This is an optimization exercise on Yosys and OpenROAD, whose aim is small area and a short achievable clock period, not a production implementation.
Only simulation tests tie the RTL to the original design; equivalence was not proved.
Power and IR drop assume default switching activity.

## design/flow/design.v

```verilog
`default_nettype none
package dmaSystemPkg;
    localparam int wordWidth = 32;
    localparam int regAddrWidth = 5;
    localparam int byteAddrWidth = 32;
    localparam logic [5:0] functAdd = 6'd32;
    localparam logic [5:0] functSub = 6'd34;
    localparam logic [5:0] functAnd = 6'd36;
    localparam logic [5:0] functOr = 6'd37;
    localparam logic [1:0] clsAdd = 2'd0;
    localparam logic [1:0] clsSub = 2'd1;
    localparam logic [1:0] clsAnd = 2'd2;
    localparam logic [1:0] clsOr = 2'd3;
    localparam int codeWidth = 2 + 3 * regAddrWidth;
    function automatic logic [codeWidth-1:0] encodeInstr(input logic [31:0] w);
        logic [1:0] c;
        logic [4:0] rs;
        logic [4:0] rt;
        rs = w[25:21];
        rt = w[20:16];
        if (w[31:26] != 6'd0 || w[10:6] != 5'd0) begin
            c = clsAnd;
            rs = 5'd1;
            rt = 5'd0;
        end else begin
            case (w[5:0])
                functAdd: c = clsAdd;
                functSub: c = clsSub;
                functAnd: begin
                    c = clsAnd;
                    if (rs == 5'd1 && rt == 5'd0) begin
                        rs = 5'd0;
                        rt = 5'd1;
                    end
                end
                functOr: c = clsOr;
                default: begin
                    c = clsSub;
                    rs = 5'd0;
                    rt = 5'd0;
                end
            endcase
        end
        encodeInstr = {c, rs, rt, w[15:11]};
    endfunction
    function automatic logic isNop(input logic [codeWidth-1:0] c);
        isNop = c[codeWidth-1:codeWidth-2] == clsAnd && c[14:5] == {5'd1, 5'd0};
    endfunction
endpackage
`default_nettype wire
`timescale 1ns/10ps
`default_nettype none
module registerFile (
    input wire logic clock,
    input wire logic fill,
    input wire logic [4:0] rsIndex,
    input wire logic [4:0] rtIndex,
    input wire logic [3:0] rsHigh,
    input wire logic [7:0] rsLow,
    input wire logic [3:0] rtHigh,
    input wire logic [7:0] rtLow,
    input wire logic regWrite,
    input wire logic [4:0] regWriteIndex,
    input wire logic [31:0] regWriteValue,
    output logic [31:0] rsValue,
    output logic [31:0] rtValue
);
    logic [31:0] registers [32];
    logic [31:0] wordEnable;
    logic [31:0] oneFill;
    assign oneFill = regWriteValue | {32{fill}};
    always_comb begin
        for (int i = 0; i < 32; i++) begin
            wordEnable[i] = fill || (regWrite && regWriteIndex == 5'(i));
        end
    end
    always_ff @(posedge clock) begin
        for (int i = 0; i < 32; i++) begin
            if (wordEnable[i]) begin
                for (int b = 0; b < 32; b++) begin
                    registers[i][b] <= (b < 5 && ((i >> b) & 1) == 1) ?
                                       oneFill[b] : regWriteValue[b];
                end
            end
        end
    end
    always_comb begin
        rsValue = {27'd0, rsIndex & {5{fill}}};
        rtValue = {27'd0, rtIndex & {5{fill}}};
        for (int i = 0; i < 32; i++) begin
            rsValue = rsValue | ({32{rsHigh[i / 8] && rsLow[i % 8]}} & registers[i]);
            rtValue = rtValue | ({32{rtHigh[i / 8] && rtLow[i % 8]}} & registers[i]);
        end
    end
endmodule
`default_nettype wire
`timescale 1ns/10ps
`default_nettype none
module wordMemory #(
    parameter bit descendingFill = 1'b0,
    parameter bit hasLoad = 1'b0
) (
    input wire logic clock,
    input wire logic fill,
    input wire logic [6:0] byteAddress,
    input wire logic byteWrite,
    input wire logic [7:0] writeByte,
    input wire logic loadWrite,
    input wire logic [6:0] loadAddress,
    input wire logic [7:0] loadByte,
    input wire logic [31:0] readSelect,
    output logic [31:0] readWord
);
    logic [7:0] storage [128];
    logic [127:0] moveHit;
    logic [127:0] loadHit;
    logic [127:0] takeMove;
    logic [7:0] oneFill;
    assign oneFill = writeByte | {8{fill}};
    always_comb begin
        for (int k = 0; k < 128; k++) begin
            moveHit[k] = byteWrite && byteAddress == 7'(k);
            loadHit[k] = hasLoad && loadWrite && loadAddress == 7'(k);
            takeMove[k] = moveHit[k] || !loadHit[k];
        end
    end
    function automatic logic fillBit(input int k, input int b);
        int v;
        v = (k % 4 != 0) ? 0 : (descendingFill ? 31 - k / 4 : k / 4);
        fillBit = ((v >> b) & 1) == 1;
    endfunction
    logic [127:0] takeLoad;
    logic [127:0] keep;
    always_comb begin
        for (int k = 0; k < 128; k++) begin
            takeLoad[k] = loadHit[k] && !moveHit[k];
            keep[k] = !(fill || moveHit[k] || loadHit[k]);
        end
    end
    always_ff @(posedge clock) begin
        for (int k = 0; k < 128; k++) begin
            if (!hasLoad) begin
                if (fill || moveHit[k]) begin
                    for (int b = 0; b < 8; b++) begin
                        storage[k][b] <= fillBit(k, b) ? oneFill[b] : writeByte[b];
                    end
                end
            end else begin
                for (int b = 0; b < 8; b++) begin
                    storage[k][b] <= (takeMove[k] && !keep[k] &&
                                      (fillBit(k, b) ? oneFill[b] : writeByte[b])) ||
                                     (takeLoad[k] && loadByte[b]) ||
                                     (keep[k] && storage[k][b]);
                end
            end
        end
    end
    always_comb begin
        readWord = '0;
        for (int j = 0; j < 32; j++) begin
            readWord = readWord | ({32{readSelect[j]}} &
                       {storage[4*j+3], storage[4*j+2], storage[4*j+1], storage[4*j]});
        end
    end
endmodule
`default_nettype wire
`timescale 1ns/10ps
`default_nettype none
module byteMover (
    input wire logic clock,
    input wire logic reset,
    input wire logic acceptRequest,
    input wire logic moveStart,
    input wire logic busy,
    input wire logic busyNext,
    input wire logic [64:0] dmaDescriptor,
    input wire logic diskLoad,
    input wire logic [6:0] diskLoadAddr,
    input wire logic [7:0] diskLoadByte,
    input wire logic [31:0] sourceWord,
    output logic [63:0] readSelect,
    output logic pendingLoad,
    output logic [6:0] pendingAddr,
    output logic [7:0] pendingByte,
    output logic toRam,
    output logic active,
    output logic [6:0] address,
    output logic [7:0] currentByte,
    output logic [41:0] byteStrobe,
    output logic countZero,
    output logic moveLast
);
    logic [31:0] remaining;
    logic [4:0] readWord;
    logic toRamNext;
    logic [4:0] readWordNext;
    logic [4:0] raWord;
    logic [1:0] raLane;
    logic [4:0] raWordPlus;
    logic advance;
    logic crossing;
    logic [31:0] heldWord;
    logic [31:0] nextWord;
    logic [7:0] nextByte;
    logic loadHere;
    assign advance = moveStart || active;
    assign crossing = advance && raLane == 2'd3;
    logic activeNext;
    logic [4:0] raWordNext;
    logic [1:0] raLaneNext;
    logic [4:0] raWordPlusNext;
    logic advanceNext;
    always_comb begin
        if (reset) begin
            activeNext = 1'b0;
        end else if (moveStart) begin
            activeNext = !countZero;
        end else if (moveLast) begin
            activeNext = 1'b0;
        end else begin
            activeNext = active;
        end
        if (acceptRequest) begin
            raWordNext = dmaDescriptor[38:34];
            raLaneNext = dmaDescriptor[33:32];
        end else if (advance) begin
            raWordNext = crossing ? raWordPlus : raWord;
            raLaneNext = raLane + 2'd1;
        end else begin
            raWordNext = raWord;
            raLaneNext = raLane;
        end
        if (!advance) begin
            raWordPlusNext = raWord + 5'd1;
        end else if (crossing) begin
            raWordPlusNext = raWordPlus + 5'd1;
        end else begin
            raWordPlusNext = raWordPlus;
        end
        advanceNext = activeNext || (busyNext && busy);
    end
    assign toRamNext = acceptRequest ? dmaDescriptor[64] : toRam;
    assign readWordNext = (advanceNext && raLaneNext == 2'd3) ? raWordPlusNext : raWordNext;
    always_ff @(posedge clock) begin
        active <= activeNext;
        raWord <= raWordNext;
        raLane <= raLaneNext;
        raWordPlus <= raWordPlusNext;
        readWord <= readWordNext;
        readSelect <= 64'd1 << {toRamNext, readWordNext};
    end
    always_ff @(posedge clock) begin
        toRam <= toRamNext;
        if (acceptRequest) begin
            address <= dmaDescriptor[38:32];
            remaining <= dmaDescriptor[31:0];
        end else if (active) begin
            address <= {raWord, raLane};
            remaining <= remaining - 32'd1;
        end
    end
    always_ff @(posedge clock) begin
        pendingLoad <= diskLoad && !reset &&
                       !(active && !toRam && address == diskLoadAddr);
        pendingAddr <= diskLoadAddr;
        pendingByte <= diskLoadByte;
    end
    always_comb begin
        nextWord = sourceWord;
        if (toRam && pendingLoad && pendingAddr[6:2] == readWord) begin
            nextWord[8*pendingAddr[1:0] +: 8] = pendingByte;
        end
    end
    always_ff @(posedge clock) begin
        heldWord <= nextWord;
    end
    logic pendingHere;
    assign loadHere = toRam && diskLoad && diskLoadAddr == {raWord, raLane};
    assign pendingHere = toRam && pendingLoad && pendingAddr == {raWord, raLane};
    always_comb begin
        if (loadHere) begin
            nextByte = diskLoadByte;
        end else if (pendingHere) begin
            nextByte = pendingByte;
        end else begin
            nextByte = heldWord[8*raLane +: 8];
        end
    end
    always_ff @(posedge clock) begin
        if (reset) begin
            currentByte <= 8'd0;
        end else begin
            currentByte <= nextByte;
        end
    end
    logic activeOut;
    logic toRamOut;
    logic [6:0] addressOut;
    logic [7:0] byteOut;
    always_ff @(posedge clock) begin
        if (reset) begin
            activeOut <= 1'b0;
        end else begin
            activeOut <= (moveStart && !countZero) ||
                         (activeOut && remaining != 32'd1);
        end
        toRamOut <= toRam;
        addressOut <= {raWord, raLane};
        byteOut <= nextByte;
    end
    assign byteStrobe = {activeOut, toRamOut, 25'd0, addressOut, byteOut};
    assign countZero = (remaining == 32'd0);
    assign moveLast = active && (remaining == 32'd1);
endmodule
`default_nettype wire
`timescale 1ns/10ps
`default_nettype none
module busController (
    input wire logic clock,
    input wire logic reset,
    input wire logic dmaRequest,
    input wire logic holdAck,
    input wire logic moving,
    input wire logic countZero,
    input wire logic moveLast,
    output logic acceptRequest,
    output logic moveStart,
    output logic dmaBusy,
    output logic busyNext,
    output logic dmaDone,
    output logic dmaBusyOut,
    output logic busHeldOut
);
    logic requesting;
    assign requesting = dmaBusy && !moving;
    assign moveStart = requesting && holdAck;
    assign acceptRequest = dmaRequest && !dmaBusy;
    assign busyNext = !reset && (acceptRequest ||
                      (dmaBusy && !moveLast && !(moveStart && countZero)));
    always_ff @(posedge clock) begin
        if (reset) begin
            dmaBusy <= 1'b0;
            dmaDone <= 1'b0;
        end else begin
            dmaBusy <= busyNext;
            dmaDone <= moveLast || (moveStart && countZero);
        end
    end
    always_ff @(posedge clock) begin
        if (reset) begin
            dmaBusyOut <= 1'b0;
            busHeldOut <= 1'b0;
        end else begin
            dmaBusyOut <= (dmaRequest && !dmaBusyOut) ||
                          (dmaBusyOut && !moveLast && !(moveStart && countZero));
            busHeldOut <= dmaBusyOut;
        end
    end
endmodule
`default_nettype wire
`timescale 1ns/10ps
`default_nettype none
module cpuPipeline (
    input wire logic clock,
    input wire logic reset,
    input wire logic progWrite,
    input wire logic [5:0] progAddr,
    input wire logic [31:0] progData,
    input wire logic holdRequest,
    input wire logic holdNext,
    input wire logic [31:0] rsValue,
    input wire logic [31:0] rtValue,
    output logic holdAck,
    output logic [4:0] rsIndex,
    output logic [4:0] rtIndex,
    output logic [3:0] rsHigh,
    output logic [7:0] rsLow,
    output logic [3:0] rtHigh,
    output logic [7:0] rtLow,
    output logic regWrite,
    output logic [4:0] regWriteIndex,
    output logic [31:0] regWriteValue,
    output logic [37:0] commit
);
    localparam int cw = dmaSystemPkg::codeWidth;
    logic [cw-1:0] programMemory [64];
    logic [cw-1:0] progCode;
    logic [5:0] pc;
    logic [5:0] pcPlus;
    logic [cw-1:0] fetchWord;
    logic [cw-1:0] fetchRead;
    logic freeze;
    logic [1:0] xCls;
    logic [4:0] xRd;
    logic xWrites;
    logic [31:0] opA;
    logic [31:0] opB;
    logic [31:0] aluResult;
    logic exValid;
    logic [4:0] exRd;
    logic [31:0] exResult;
    assign freeze = holdRequest;
    assign progCode = dmaSystemPkg::encodeInstr(progData);
    always_ff @(posedge clock) begin
        for (int j = 0; j < 64; j++) begin
            if (progWrite && progAddr == 6'(j)) begin
                programMemory[j] <= progCode;
            end
        end
    end
    always_ff @(posedge clock) begin
        if (reset) begin
            holdAck <= 1'b0;
        end else begin
            holdAck <= holdRequest;
        end
    end
    logic [5:0] pcNext;
    logic [5:0] pcPlusNext;
    logic [5:0] fetchAddressNext;
    logic [5:0] fetchAddress;
    logic [63:0] fetchSelect;
    always_comb begin
        fetchRead = '0;
        for (int j = 0; j < 64; j++) begin
            fetchRead = fetchRead | ({cw{fetchSelect[j]}} & programMemory[j]);
        end
        if (reset) begin
            pcNext = 6'd0;
            pcPlusNext = 6'd1;
        end else if (freeze) begin
            pcNext = pc;
            pcPlusNext = pcPlus;
        end else begin
            pcNext = pcPlus;
            pcPlusNext = pcPlus + 6'd1;
        end
    end
    assign fetchAddressNext = holdNext ? pcNext : pcPlusNext;
    always_ff @(posedge clock) begin
        pc <= pcNext;
        pcPlus <= pcPlusNext;
        fetchAddress <= fetchAddressNext;
        fetchSelect <= 64'd1 << fetchAddressNext;
    end
    logic [cw-1:0] fetchWordNext;
    always_comb begin
        if (reset) begin
            fetchWordNext = (progWrite && progAddr == 6'd0) ? progCode : programMemory[0];
        end else if (progWrite && progAddr == fetchAddress) begin
            fetchWordNext = progCode;
        end else begin
            fetchWordNext = fetchRead;
        end
    end
    always_ff @(posedge clock) begin
        fetchWord <= fetchWordNext;
        rsHigh <= reset ? 4'd0 : 4'd1 << fetchWordNext[14:13];
        rsLow <= 8'd1 << fetchWordNext[12:10];
        rtHigh <= reset ? 4'd0 : 4'd1 << fetchWordNext[9:8];
        rtLow <= 8'd1 << fetchWordNext[7:5];
    end
    assign rsIndex = fetchWord[14:10];
    assign rtIndex = fetchWord[9:5];
    always_ff @(posedge clock) begin
        if (reset) begin
            xWrites <= 1'b0;
        end else if (!freeze) begin
            xWrites <= !dmaSystemPkg::isNop(fetchWord);
        end
    end
    always_ff @(posedge clock) begin
        if (!freeze) begin
            xCls <= fetchWord[cw-1:cw-2];
            xRd <= fetchWord[4:0];
            opA <= (exValid && exRd == rsIndex) ? exResult : rsValue;
            opB <= (exValid && exRd == rtIndex) ? exResult : rtValue;
        end
    end
    always_comb begin
        if (xCls[1]) begin
            aluResult = xCls[0] ? (opA | opB) : (opA & opB);
        end else begin
            aluResult = opA + (xCls[0] ? ~opB : opB) + 32'(xCls[0]);
        end
    end
    always_ff @(posedge clock) begin
        if (reset) begin
            exValid <= 1'b0;
        end else if (!freeze) begin
            exValid <= xWrites;
        end
    end
    always_ff @(posedge clock) begin
        if (reset) begin
            exResult <= '0;
        end else if (!freeze) begin
            exResult <= aluResult;
        end
        if (!freeze) begin
            exRd <= xRd;
        end
    end
    assign regWrite = exValid && !freeze;
    assign regWriteIndex = exRd;
    assign regWriteValue = exResult;
    always_ff @(posedge clock) begin
        if (reset) begin
            commit[37] <= 1'b0;
        end else begin
            commit[37] <= regWrite;
        end
        commit[36:32] <= exRd;
        commit[31:0] <= exResult;
    end
endmodule
`default_nettype wire
`timescale 1ns/10ps
`default_nettype none
module dmaSystemTop #(
    parameter int imemWords = 64,
    parameter int memWords = 32
) (
    input wire logic clock,
    input wire logic reset,
    input wire logic progWrite,
    input wire logic [$clog2(imemWords)-1:0] progAddr,
    input wire logic [31:0] progData,
    input wire logic dmaRequest,
    input wire logic [64:0] dmaDescriptor,
    input wire logic diskLoad,
    input wire logic [$clog2(memWords*4)-1:0] diskLoadAddr,
    input wire logic [7:0] diskLoadByte,
    output logic [37:0] commit,
    output logic [41:0] byteStrobe,
    output logic busHeld,
    output logic dmaBusy,
    output logic dmaDone
);
    logic [4:0] rsIndex;
    logic [4:0] rtIndex;
    logic [3:0] rsHigh;
    logic [7:0] rsLow;
    logic [3:0] rtHigh;
    logic [7:0] rtLow;
    logic [31:0] rsValue;
    logic [31:0] rtValue;
    logic regWrite;
    logic [4:0] regWriteIndex;
    logic [31:0] regWriteValue;
    logic acceptRequest;
    logic holdRequest;
    logic busyNext;
    logic holdAck;
    logic moveStart;
    logic moveLast;
    logic countZero;
    logic active;
    logic toRam;
    logic [6:0] address;
    logic [63:0] readSelect;
    logic pendingLoad;
    logic [6:0] pendingAddr;
    logic [7:0] pendingByte;
    logic [7:0] currentByte;
    logic [31:0] sourceWord;
    logic [31:0] ramWord;
    logic [31:0] diskWord;
    logic [31:0] ramSelect;
    logic [31:0] diskSelect;
    cpuPipeline i_cpuPipeline (
        .clock(clock),
        .reset(reset),
        .progWrite(progWrite),
        .progAddr(progAddr),
        .progData(progData),
        .holdRequest(holdRequest),
        .holdNext(busyNext),
        .rsValue(rsValue),
        .rtValue(rtValue),
        .holdAck(holdAck),
        .rsIndex(rsIndex),
        .rtIndex(rtIndex),
        .rsHigh(rsHigh),
        .rsLow(rsLow),
        .rtHigh(rtHigh),
        .rtLow(rtLow),
        .regWrite(regWrite),
        .regWriteIndex(regWriteIndex),
        .regWriteValue(regWriteValue),
        .commit(commit)
    );
    logic fill;
    always_ff @(posedge clock) begin
        fill <= reset;
    end
    registerFile i_registerFile (
        .clock(clock),
        .fill(fill),
        .rsIndex(rsIndex),
        .rtIndex(rtIndex),
        .rsHigh(rsHigh),
        .rsLow(rsLow),
        .rtHigh(rtHigh),
        .rtLow(rtLow),
        .regWrite(regWrite),
        .regWriteIndex(regWriteIndex),
        .regWriteValue(regWriteValue),
        .rsValue(rsValue),
        .rtValue(rtValue)
    );
    busController i_busController (
        .clock(clock),
        .reset(reset),
        .dmaRequest(dmaRequest),
        .holdAck(holdAck),
        .moving(active),
        .countZero(countZero),
        .moveLast(moveLast),
        .acceptRequest(acceptRequest),
        .moveStart(moveStart),
        .dmaBusy(holdRequest),
        .busyNext(busyNext),
        .dmaDone(dmaDone),
        .dmaBusyOut(dmaBusy),
        .busHeldOut(busHeld)
    );
    byteMover i_byteMover (
        .clock(clock),
        .reset(reset),
        .acceptRequest(acceptRequest),
        .moveStart(moveStart),
        .busy(holdRequest),
        .busyNext(busyNext),
        .dmaDescriptor(dmaDescriptor),
        .diskLoad(diskLoad),
        .diskLoadAddr(diskLoadAddr),
        .diskLoadByte(diskLoadByte),
        .sourceWord(sourceWord),
        .readSelect(readSelect),
        .pendingLoad(pendingLoad),
        .pendingAddr(pendingAddr),
        .pendingByte(pendingByte),
        .toRam(toRam),
        .active(active),
        .address(address),
        .currentByte(currentByte),
        .byteStrobe(byteStrobe),
        .countZero(countZero),
        .moveLast(moveLast)
    );
    always_comb begin
        for (int j = 0; j < 32; j++) begin
            ramSelect[j] = readSelect[j];
            diskSelect[j] = readSelect[32 + j];
        end
    end
    assign sourceWord = ramWord | diskWord;
    wordMemory #(
        .descendingFill(1'b0),
        .hasLoad(1'b0)
    ) ramMemory (
        .clock(clock),
        .fill(fill),
        .byteAddress(address),
        .byteWrite(active && toRam),
        .writeByte(currentByte),
        .loadWrite(1'b0),
        .loadAddress('0),
        .loadByte('0),
        .readSelect(ramSelect),
        .readWord(ramWord)
    );
    wordMemory #(
        .descendingFill(1'b1),
        .hasLoad(1'b1)
    ) diskMemory (
        .clock(clock),
        .fill(fill),
        .byteAddress(address),
        .byteWrite(active && !toRam),
        .writeByte(currentByte),
        .loadWrite(pendingLoad),
        .loadAddress(pendingAddr),
        .loadByte(pendingByte),
        .readSelect(diskSelect),
        .readWord(diskWord)
    );
endmodule
`default_nettype wire
```

## design/flow/flow/run.sh

```bash
#!/bin/bash
# The standard layout (standard.sh), with two changes to how it is made:
# timing repair aims 7.0 ns past the clock period's slack, and the clock
# tree uses larger sink clusters and no dummy loads.
set -o pipefail
export SETUP_SLACK_MARGIN=7.0
export CTS_ARGS="-sink_clustering_enable -repair_clock_nets -sink_clustering_size 24 -sink_clustering_max_diameter 80 -dont_use_dummy_load"
bash standard.sh > standard.log 2>&1
```

## design/flow/standard.sh

```bash
#!/bin/bash
# synth_recipe.tcl (not shown) runs the flow's synth.tcl, then flattens the netlist and writes it again
# the make line also repeats each setting of config.mk as NAME=value (left out here)
make -C /OpenROAD-flow-scripts/flow DESIGN_CONFIG=/design/flow/config.mk WORK_HOME=/design/flow/orfs CLKGATE_MAP_FILE= SYNTH_SCRIPT=/design/flow/synth_recipe.tcl "${@:-finish}"
```

## design/flow/config.mk

```make
export PLATFORM = sky130hd
export DESIGN_NAME = dmaSystemTop
export DESIGN_NICKNAME = dmaSystemTop
export VERILOG_FILES = /design/flow/design.v
export SDC_FILE = /design/flow/constraint.sdc
export NUM_CORES = 8
export LEC_CHECK = 0
export CAP_MARGIN = 20
export CORE_MARGIN = 2
export CORE_UTILIZATION = 45
export PLACE_DENSITY = 0.6
export SLEW_MARGIN = 20
```

## design/flow/constraint.sdc

```tcl
create_clock -name core_clock -period 10.0 [get_ports {clock}]
set_input_delay 2.0000 -clock core_clock [delete_from_list [all_inputs] [get_ports {clock}]]
set_output_delay 2.0000 -clock core_clock [all_outputs]
set_load 0.01 [all_outputs]
```

==> impl_metrics.json, run 1 <==
{
  "gr-total-overflow": 0,
  "r2r-end": "i_cpuPipeline.exResult[24]",
  "cap_violations": 0,
  "cts_buffers": 223,
  "critPathCapture": "byteStrobe[1]",
  "drtPass1Iterations": 17,
  "crit_cells": 1,
  "cts_sinks": 4632,
  "critPathMaxStageDelay_ns": 0.50,
  "tightestPinTransition_ns": 1.27,
  "synth-edff-count": 3234,
  "grt_max_degree": 138,
  "netlist_area_um2": 183000,
  "die_y_um": 642,
  "die_area_um2": 412000,
  "synth_area_per_cell_um2": 13.6,
  "clock_skew_ns": 0.124,
  "mostFrequentLayoutCells": "edfxtp_1, dfxtp_1, inv_1",
  "drc_errors": 0,
  "slew_violations": 0,
  "start_kind": "flip-flop",
  "yosys_register_bits": 4632,
  "reg2reg_depth": 12,
  "route.vias.total": 150000,
  "use_met3_pct": 19.2,
  "crit_required_ns": 8.00,
  "maxSlewHeadroom_pct": 15.2,
  "outcome": "finished clean",
  "critPathSlowestCell": "dfxtp_4",
  "ys_seq_area_share_pct": 68.3,
  "hold_viol_final": 0,
  "fin_nets": 13500,
  "crit_family": "flip-flops",
  "syn_inst": 13500,
  "row_count": 234,
  "p_leak_nw": 74.8,
  "rsz0062_at_grt": "yes",
  "drive_above_1_share_pct": 14.8,
  "finalPower_w": 0.0464,
  "max_freq_mhz": 267,
  "cp_max_fo": 1,
  "worst-setup-path-type": "reg -> out",
  "grtUsageMet1_pct": 50.4,
  "setup_ws_ns": 6.25,
  "holdWs_ns": 0.408,
  "tns_ns": 0,
  "io_pins": 206,
  "peakVddDrop_mv": 0.154,
  "met2_usage_pct": 57.5,
  "clk_pin_slew_ns": 0.09,
  "port_buffers": 155,
  "clock_latency_ns": 1.11,
  "busiest_layer": "met2",
  "start_util_pct": 45.1,
  "crit_start": "i_byteMover.byteOut[1]",
  "viasPerCell": 7.96,
  "hp-class": "reg -> reg",
  "h-tree-depth": 4,
  "cts_root_buffer": "clkbuf_16",
  "antenna_found_initial": 78,
  "wl_per_cell_um": 47.9,
  "antenna_left": 0,
  "synth_area_leaders": "edfxtp_1, dfxtp_1, a222oi_1",
  "fin_crit_ns": 3.75,
  "dieWidth_um": 642,
  "grt_pass1_vias": 137000,
  "arrival_ns": 1.75,
  "hpwl_mm": 500,
  "synth_top_area_share_pct": 53.0,
  "dp_slack_ns": 4.40,
  "wl_mm": 903,
  "powerDensity_nw_per_um2": 227,
  "gp_congestion": 1.01,
  "crit_buf_inv": 1,
  "synthArstFlopShare_pct": 0,
  "cp-end-kind": "output pin",
  "period_share_pct": 37.5,
  "setup_viol": 0,
  "core-area_um2": 406000,
  "yosys_warnings": 11,
  "synth-main-ff-cell": "edfxtp_1",
  "cts_buffer_depth": 4,
  "grt_pass1_wl_mm": 1190,
  "drt_iter0_drc": 38500,
  "synth_cell_type_count": 87,
  "rrSetupSlack_ns": 6.51,
  "syn2layout_area_growth_pct": 11.8,
  "layout_commonest_cell": "edfxtp_1",
  "track_usage_pct": 41.8,
  "min_from": "i_cpuPipeline.fetchWord[1]",
  "yosysTopAreaCell": "edfxtp_1",
  "cts_tree": "done",
  "cp_cell_sequence": "buf_6",
  "r2r_start": "i_cpuPipeline.xCls[0]"
}
Yosys cell counts, types with 21 or more instances:
cell,count
a22oi_1,858
inv_1,1056
buf_2,38
edfxtp_1,3234
clkbuf_1,964
a31oi_1,60
xnor2_1,51
and2_1,155
dfxtp_1,1398
a22o_1,880
a221oi_1,863
buf_4,28
nand2b_1,21
nor3_1,110
or4_1,27
nand3_1,114
nor4_1,52
a21o_1,157
nand2_1,340
and2_0,28
a211oi_2,22
ha_1,43
and3_1,34
o21ai_0,112
a21oi_1,343
xor2_1,84
nor2_1,503
o21a_1,34
a222oi_1,1034
nand4_1,389
buf_1,168
per-stage QoR:
| step | instance area [µm²] | utilization, % | instances |
|---|---|---|---|
| 2_1_floorplan | 185000 | - | 13500 |
| 3_3_place_gp | 192000 | 47.3 | 18300 |
| 4_1_cts | 202000 | 49.8 | 18700 |
| 6_report | 205000 | 50.4 | 18900 |
| 5_1_grt | 205000 | 50.4 | 18800 |
| 3_5_place_dp | 192000 | 47.4 | 18300 |
flip-flops by register name, indices dropped and copies added, names as in the netlist, 38 cells and up:
signal                       flops
ramMemory.storage             1024
i_cpuPipeline.commit            38
i_cpuPipeline.programMemory   1088
i_byteMover.readSelect          64
i_registerFile.registers      1024
i_cpuPipeline.fetchSelect       64
diskMemory.storage            1024
cell families after synthesis:
kind of cell               count (synthesis)  share of synthesized area (%)
DFF                                     4632                           68.3
AOI/OAI and AO/OA                       4484                           20.5
buffers and inverters                   2258                           4.72
and+or+nand+nor                         1867                           5.14
xor gates and xnor gates                 135                          0.646
adders and majority gates                 62                          0.403
muxes                                     41                          0.290
other                                      1                        0.00205
area by class of cell:
class	count	area [µm²]
Sequential cell	4632	125000
Fill cell	34100	201000
Tap cell	5428	6790
Timing Repair inverter	6	45.0
Inverter	1059	4030
Clock buffer	223	5580
Timing Repair Buffer	822	8480
Antenna cell	75	188
Multi-Input combinational cell	6624	54100
where the power goes:
group | internal (W) | total [W] | switching (W) | leakage [nW]
logic | 0.00308 | 0.00898 | 0.00590 | 29.7
registers | 0.0245 | 0.0273 | 0.00276 | 42.3
clock network | 0.00397 | 0.0101 | 0.00616 | 2.75
total | 0.0315 | 0.0464 | 0.0148 | 74.8
layer usage:
layer  share of wire (%)  wire [µm]
met1                  32     284000
met2                  40     359000
met3                  18     164000
met4                  10      94200
met5               0.099        896
repair_timing:
item	4_1_cts	5_1_grt
cloned	34	2
endpoints found under the setup margin	4696	2419
gates resized for setup	960	338
buffers inserted	126	101
hold buffers	0	0
pin swaps	103	109
how the worst min path moves through the flow:
stage | to | slack (ns) | cells past startpoint
after floorplan | i_byteMover.addressOut[4] | 0.33 | 0
after global placement | i_cpuPipeline.xRd[2] | 0.39 | 0
after detailed placement | i_cpuPipeline.xRd[2] | 0.40 | 0
after CTS | i_cpuPipeline.xRd[1] | 0.42 | 0
after global routing | i_cpuPipeline.xRd[1] | 0.42 | 0
final | i_cpuPipeline.xRd[1] | 0.41 | 0
==> inputs of run 2 (changes only) <==
==> design/flow/flow/run.sh (replaced) <==
#!/bin/bash
# The standard layout (standard.sh), with two changes to how it is made:
# timing repair aims 6.6 ns past the clock period's slack, and the clock
# tree uses larger sink clusters and no dummy loads.
set -o pipefail
export SETUP_SLACK_MARGIN=6.6
export CTS_ARGS="-sink_clustering_enable -repair_clock_nets -sink_clustering_size 24 -sink_clustering_max_diameter 80 -dont_use_dummy_load"
bash standard.sh > standard.log 2>&1
--- a/design/flow/config.mk
+++ b/design/flow/config.mk
@@ -8,5 +8,5 @@
 export CAP_MARGIN = 20
 export CORE_MARGIN = 2
-export CORE_UTILIZATION = 45
-export PLACE_DENSITY = 0.6
+export CORE_UTILIZATION = 50
+export PLACE_DENSITY = 0.65
 export SLEW_MARGIN = 20
==> run 2 against run 1 <==
Clock power hardly changed. Global-route usage is 4.3 points higher. Via count is 0.48% lower. Register-to-register slack worse by 0.10 ns. Design area is 2.2% lower. Critical path depth is 1 higher. Worst hold slack better by 0.0040 ns. Cell count is 3.9% lower. Sequential share of layout area is 1.4 points higher. Total power is 1.4% lower. Area after synthesis stayed put. Highest routed layer unchanged.
==> impl_metrics.json, run 2 <==
{
  "h-tree-depth": 4,
  "synth_most_common_cell": "edfxtp_1",
  "dieWidth_um": 609,
  "cts_buffer_depth": 4,
  "clock_latency_ns": 1.04,
  "register_area_um2": 125000,
  "combPwrFrac_pct": 18.4,
  "netlist_area_um2": 183000,
  "p_leak_nw": 73.3,
  "fin_nets": 13400,
  "clock_skew_ns": 0.0746,
  "multi_input_area_um2": 52000,
  "largest_reg_flops": 1088,
  "crit_required_ns": 8.00,
  "drt_iter0_drc": 40100,
  "drc_errors": 0,
  "core-area_um2": 365000,
  "fin_crit_ns": 3.64,
  "period_share_pct": 36.4,
  "setup_viol": 0,
  "syn2layout_area_growth_pct": 9.31,
  "yosysTopAreaCell": "edfxtp_1",
  "worst-setup-path-type": "reg -> out",
  "min_from": "i_cpuPipeline.fetchWord[0]",
  "pwr-share-seq_pct": 59.5,
  "tns_ns": 0,
  "yosys_register_bits": 4632,
  "cts_root_buffer": "clkbuf_16",
  "cap_violations": 0,
  "synth.cells.most_frequent": "edfxtp_1, dfxtp_1, inv_1",
  "ys_seq_area_share_pct": 68.3,
  "row_count": 222,
  "gr-total-overflow": 0,
  "hp-class": "reg -> reg",
  "synthArstFlopShare_pct": 0,
  "postLayoutCoreUtil_pct": 54.8,
  "hold_viol_final": 0,
  "nFillCells": 29400,
  "die_y_um": 609,
  "clkPwrFrac_pct": 22.2,
  "crit_family": "flip-flops",
  "p_switching_w": 0.0144,
  "port_buffers": 155,
  "critPathMaxStageDelay_ns": 0.35,
  "finalPower_w": 0.0457,
  "max_freq_mhz": 275,
  "powerDensity_nw_per_um2": 228,
  "gp_congestion": 1.02,
  "layout_commonest_cell": "edfxtp_1",
  "outcome": "finished clean",
  "io_pins": 206,
  "synth_area_per_cell_um2": 13.6,
  "cts_buffers": 224,
  "synth_top_area_share_pct": 53.0,
  "syn_inst": 13500,
  "antenna_found_initial": 72,
  "arrival_ns": 1.64,
  "clk_pin_slew_ns": 0.09,
  "synth_cell_type_count": 87,
  "track_usage_pct": 46.1,
  "grt_max_degree": 153,
  "rsz0062_at_grt": "yes",
  "drtPass1Iterations": 30,
  "grt_pass1_wl_mm": 1170,
  "cp-end-kind": "output pin",
  "grt_pass1_vias": 137000,
  "drive_above_1_share_pct": 12.0,
  "cts_tree": "done",
  "synth-main-ff-cell": "edfxtp_1",
  "r2r_start": "i_byteMover.readSelect[38]",
  "mostFrequentLayoutCells": "edfxtp_1, dfxtp_1, inv_1",
  "hpwl_mm": 501,
  "critPathSlowestCell": "dfxtp_2",
  "wl_per_cell_um": 49.1,
  "start_util_pct": 50.2,
  "internal-power_w": 0.0313,
  "maxSlewHeadroom_pct": 9.76,
  "viasPerCell": 8.24,
  "cts_sinks": 4632,
  "rrSetupSlack_ns": 6.41,
  "die_area_um2": 371000,
  "tightestPinTransition_ns": 1.34,
  "cp_cell_sequence": "buf_12 > buf_8",
  "start_kind": "flip-flop",
  "peakVddDrop_mv": 0.170,
  "antenna_left": 0,
  "cp_max_fo": 2,
  "crit_start": "i_busController.dmaBusyOut",
  "regMostFlops": "i_cpuPipeline.programMemory",
  "synth-edff-count": 3234,
  "wl_mm": 890,
  "cts_hold_buffers": 0,
  "crit_buf_inv": 2,
  "p_sw_share_pct": 31.6,
  "route.vias.total": 149000,
  "yosys_warnings": 11,
  "slew_violations": 0,
  "synth_area_leaders": "edfxtp_1, dfxtp_1, a222oi_1"
}
==> run 2: cell counts after synthesis <==
No cell type changed its count.
==> run 2: path summary, 6_finish.rpt <==
path / endpoint / cells past startpoint
max: dmaBusy / 2
min: i_cpuPipeline.xRd[0] / 0
max reg2reg: i_byteMover.heldWord[16] / 6
min reg2reg: i_cpuPipeline.xRd[0] / 0
==> run 2: cells by family after synthesis <==
kind of cell | after synthesis | synth area share [%]
buf+inv | 2258 | 4.72
fa+ha+maj | 62 | 0.403
xor+xnor | 135 | 0.646
simple gates | 1867 | 5.14
compound gates | 4484 | 20.5
mux | 41 | 0.290
other cells | 1 | 0.00205
flops | 4632 | 68.3
==> run 2: cell type report <==
class | instances | share of cell area (%)
Antenna cell | 78 | 0.0975
Clock buffer | 224 | 2.80
Inverter | 1059 | 2.01
Multi-Input combinational cell | 6617 | 26.0
Sequential cell | 4632 | 62.7
Tap cell | 4816 | 3.01
Timing Repair Buffer | 701 | 3.41
Timing Repair inverter | 11 | 0.0388
==> run 2: per-layer routing <==
metal,track usage (%),routed length (µm)
met1,55.6,276000
met2,63.2,351000
met3,20.5,164000
met4,38.1,97300
met5,0.452,574
==> run 2: repair_timing <==
| action | 4_1_cts | 5_1_grt |
|---|---|---|
| gates cloned | 17 | 7 |
| setup buffers | 111 | 27 |
| endpoints found under the setup margin | 3119 | 1370 |
| pin swaps | 72 | 52 |
| resized for setup | 558 | 166 |
==> run 2: metrics by stage <==
stage | instance area [µm²] | worst slack [ns] | hold WS [ns] | instances
2_1_floorplan | 184000 | 5.88 | 0.329 | 13500
3_3_place_gp | 191000 | 4.54 | 0.393 | 17700
3_5_place_dp | 191000 | 4.51 | 0.390 | 17700
4_1_cts | 199000 | 6.36 | 0.414 | 18000
5_1_grt | 200000 | 6.36 | 0.428 | 18100
6_report | 200000 | 6.36 | 0.412 | 18100
==> run 2: power by group through the flow <==
stage / Sequential (W) / Combinational, W / Clock (W)
after floorplan: 0.0263 / 0.00426 / 0
after global placement: 0.0272 / 0.00721 / 0
after detailed placement: 0.0273 / 0.00735 / 0
after CTS: 0.0269 / 0.00766 / 0.00996
after global routing: 0.0273 / 0.00855 / 0.0106
final: 0.0272 / 0.00840 / 0.0101
==> run 2: worst register-to-register path: stages (launching register included) <==
cell and delay (ns):
dfxtp_2 0.46, buf_4 0.47, a22o_1 0.39, a221oi_1 0.86
nand4_1 0.36, or4_1 0.67, a22o_1 0.22
==> inputs of run 3 (changes only) <==
==> design/flow/flow/run.sh (replaced) <==
#!/bin/bash
# The standard layout (standard.sh), with three changes to how it is made:
# timing repair aims 6.6 ns past the clock period's slack, the clock tree
# uses larger sink clusters and no dummy loads, and the port buffers start
# as buf_2 cells.
set -o pipefail
export SETUP_SLACK_MARGIN=6.6
export CTS_ARGS="-sink_clustering_enable -repair_clock_nets -sink_clustering_size 28 -sink_clustering_max_diameter 80 -dont_use_dummy_load"
export BUFFER_PORTS_ARGS="-buffer_cell sky130_fd_sc_hd__buf_2"
bash standard.sh > standard.log 2>&1
--- a/design/flow/config.mk
+++ b/design/flow/config.mk
@@ -8,5 +8,5 @@
 export CAP_MARGIN = 20
 export CORE_MARGIN = 2
-export CORE_UTILIZATION = 50
-export PLACE_DENSITY = 0.65
+export CORE_UTILIZATION = 45
+export PLACE_DENSITY = 0.6
 export SLEW_MARGIN = 20
==> run 3 against run 2 <==
Via count decreased by 0.69%. Area after synthesis stayed put. Sequential share of layout area increased by 0.44 points. Highest routed layer unchanged. Synthesized cell count did not move. Combinational power down 2%. Clock power down 4%. Die area up 11%. Non-clock buffer count fell by 53. Clock-buffer cell count decreased by 20. Register-to-register slack worse by 0.09 ns.
==> impl_metrics.json, run 3 <==
{
  "fin_crit_ns": 3.68,
  "fin_nets": 13300,
  "grt_max_degree": 142,
  "max_freq_mhz": 272,
  "regMostFlops": "i_cpuPipeline.programMemory",
  "synth-main-ff-cell": "edfxtp_1",
  "tightestPinTransition_ns": 1.33,
  "rsz0062_at_grt": "yes",
  "synth_area_per_cell_um2": 13.6,
  "peakVddDrop_mv": 0.166,
  "gp_congestion": 1.01,
  "start_util_pct": 45.1,
  "arrival_ns": 4.58,
  "wl_per_cell_um": 48.1,
  "grt_pass1_wl_mm": 1180,
  "core-area_um2": 406000,
  "hold_viol_final": 0,
  "setup_viol": 0,
  "die_area_um2": 412000,
  "synth-edff-count": 3234,
  "maxSlewHeadroom_pct": 11.4,
  "yosysTopAreaCell": "edfxtp_1",
  "clk_pin_slew_ns": 0.11,
  "h-tree-depth": 4,
  "powerDensity_nw_per_um2": 228,
  "dieWidth_um": 642,
  "ys_seq_area_share_pct": 68.3,
  "slew_violations": 0,
  "largest_reg_flops": 1088,
  "holdWs_ns": 0.423,
  "cp_max_fo": 17,
  "viasPerCell": 7.96,
  "track_usage_pct": 41.6,
  "grt_pass1_vias": 135000,
  "drt_iter0_drc": 38000,
  "outcome": "finished clean",
  "clock_latency_ns": 1.11,
  "synth_cell_type_count": 87,
  "die_y_um": 642,
  "drive_above_1_share_pct": 12.0,
  "syn2layout_area_growth_pct": 8.56,
  "cts_tree": "done",
  "yosys_register_bits": 4632,
  "yosys_warnings": 11,
  "hpwl_mm": 507,
  "synthArstFlopShare_pct": 0,
  "synth_top_area_share_pct": 53.0,
  "postLayoutCoreUtil_pct": 49.0,
  "row_count": 234,
  "mostFrequentLayoutCells": "edfxtp_1, dfxtp_1, inv_1",
  "crit_required_ns": 10.90,
  "worst-setup-path-type": "reg -> reg",
  "layout_commonest_cell": "edfxtp_1",
  "cap_violations": 0,
  "synth.cells.most_frequent": "edfxtp_1, dfxtp_1, inv_1",
  "route.vias.total": 148000,
  "antenna_left": 0,
  "setup_ws_ns": 6.32,
  "syn_inst": 13500,
  "start_kind": "flip-flop",
  "synth_area_leaders": "edfxtp_1, dfxtp_1, a222oi_1",
  "drtPass1Iterations": 17,
  "netlist_area_um2": 183000,
  "synth_most_common_cell": "edfxtp_1",
  "dp_slack_ns": 4.96,
  "antenna_found_initial": 84,
  "wl_mm": 898,
  "p_leak_nw": 72.5,
  "fin_cells": 18700,
  "hp-class": "reg -> reg",
  "dp_cells": 18300,
  "cts_hold_buffers": 0,
  "gr-total-overflow": 0,
  "cts_buffers": 204,
  "cp-end-kind": "flip-flop",
  "cts_buffer_depth": 4,
  "cts_root_buffer": "clkbuf_16",
  "io_pins": 206,
  "drc_errors": 0,
  "tns_ns": 0,
  "period_share_pct": 36.8,
  "clock_skew_ns": 0.181,
  "port_buffers": 155,
  "cts_sinks": 4632
}
==> run 3: critical path: stages, from the launching register on <==
cell	delay, ns
dfxtp_2	0.32
buf_4	0.30
buf_4	0.34
a22o_1	0.31
a221oi_1	0.65
nand4_1	0.43
nor4_1	0.92
a21oi_1	0.17
==> run 3: logic make-up (layout without fill, tap and decap cells) <==
| group | Yosys count | in the layout | share of synthesized area [%] |
|---|---|---|---|
| flops | 4632 | 4632 | 68.3 |
| mux | 41 | 41 | 0.290 |
| other cells | 1 | 90 | 0.00205 |
| compound gates | 4484 | 4486 | 20.5 |
| buf+inv | 2258 | 1917 | 4.72 |
| simple gates | 1867 | 1869 | 5.14 |
| xor+xnor | 135 | 135 | 0.646 |
| fa+ha+maj | 62 | 62 | 0.403 |
==> run 3: worst paths after layout <==
check / from / endpoint / slack, ns / depth (start not counted)
worst max-delay path: i_byteMover.readSelect[34] / i_byteMover.heldWord[7] / 6.32 / 7
worst min-delay path: i_cpuPipeline.fetchWord[0] / i_cpuPipeline.xRd[0] / 0.42 / 0
worst max register to register: i_byteMover.readSelect[34] / i_byteMover.heldWord[7] / 6.32 / 7
worst min register to register: i_cpuPipeline.fetchWord[0] / i_cpuPipeline.xRd[0] / 0.42 / 0
==> run 3: layout make-up <==
| type | instances | area [µm²] |
|---|---|---|
| inverter | 1059 | 4010 |
| antenna | 65 | 163 |
| timing repair buffer | 648 | 5430 |
| multi-input combinational | 6618 | 51800 |
| timing repair inverter | 6 | 37.5 |
| tap | 5428 | 6790 |
| sequential | 4632 | 125000 |
| clock buffer | 204 | 5100 |
| fill | 34800 | 207000 |
==> run 3: repair_timing <==
action | in CTS | in global routing
endpoints found under the hold margin | 0 | 0
buffers inserted | 28 | 41
gates cloned | 10 | 3
pin swaps | 19 | 39
gates resized for setup | 192 | 186
setup endpoints to repair | 1105 | 811
==> run 3: per-stage QoR <==
stage | cell area (µm²) | total power [W]
detailed placement | 191000 | 0.0347
global placement | 191000 | 0.0344
global route | 199000 | 0.0460
finish | 199000 | 0.0453
CTS | 197000 | 0.0441
floorplan | 184000 | 0.0306
==> run 3: where the power goes <==
part | total (W) | switching (W) | internal [W] | leakage, nW
clock | 0.00974 | 0.00608 | 0.00366 | 2.51
sequential | 0.0273 | 0.00276 | 0.0245 | 42.3
combinational | 0.00827 | 0.00557 | 0.00270 | 27.6
==> run 3: layer usage <==
layer,wire length [µm],part of all wire (%),vias up,track usage (%)
li1,-,-,53900,-
met1,286000,32,72500,50.6
met2,358000,40,17200,57.5
met3,160000,18,4842,17.3
met4,94500,11,52,33.6
met5,467,0.052,-,0.231

==> what the ideal ports hide <==
The results above use ideal ports. As a check the final layouts listed here were re-extracted and re-timed, cells and wires unchanged.
Step 1, drivers: a clkbuf_16 drives clock and a buf_2 each remaining input, both assumed.
Step 2 times the ports against the registers' clock, not the clock port: input delays grow and output delays shrink by t, the midpoint of the rising clock arrivals with the driver on.
a / b / c = ideal / step 1 / step 2; a / b = the first two.
| run | t, ns | setup WS [ns] | pins driven straight from the clock port |
|---|---|---|---|
| run 1 | 1.143 | 6.249 / 6.155 / 5.817 | 1 |
| run 2 | 1.126 | 6.365 / 6.249 / 5.579 | 1 |
| run 3 | 1.127 | 6.321 / 6.237 / 5.377 | 1 |
After both steps setup and hold are still met in every run listed. The setup slack of run 3, which loses most, moves by -0.084 ns with the drivers and by -0.944 ns with both steps.
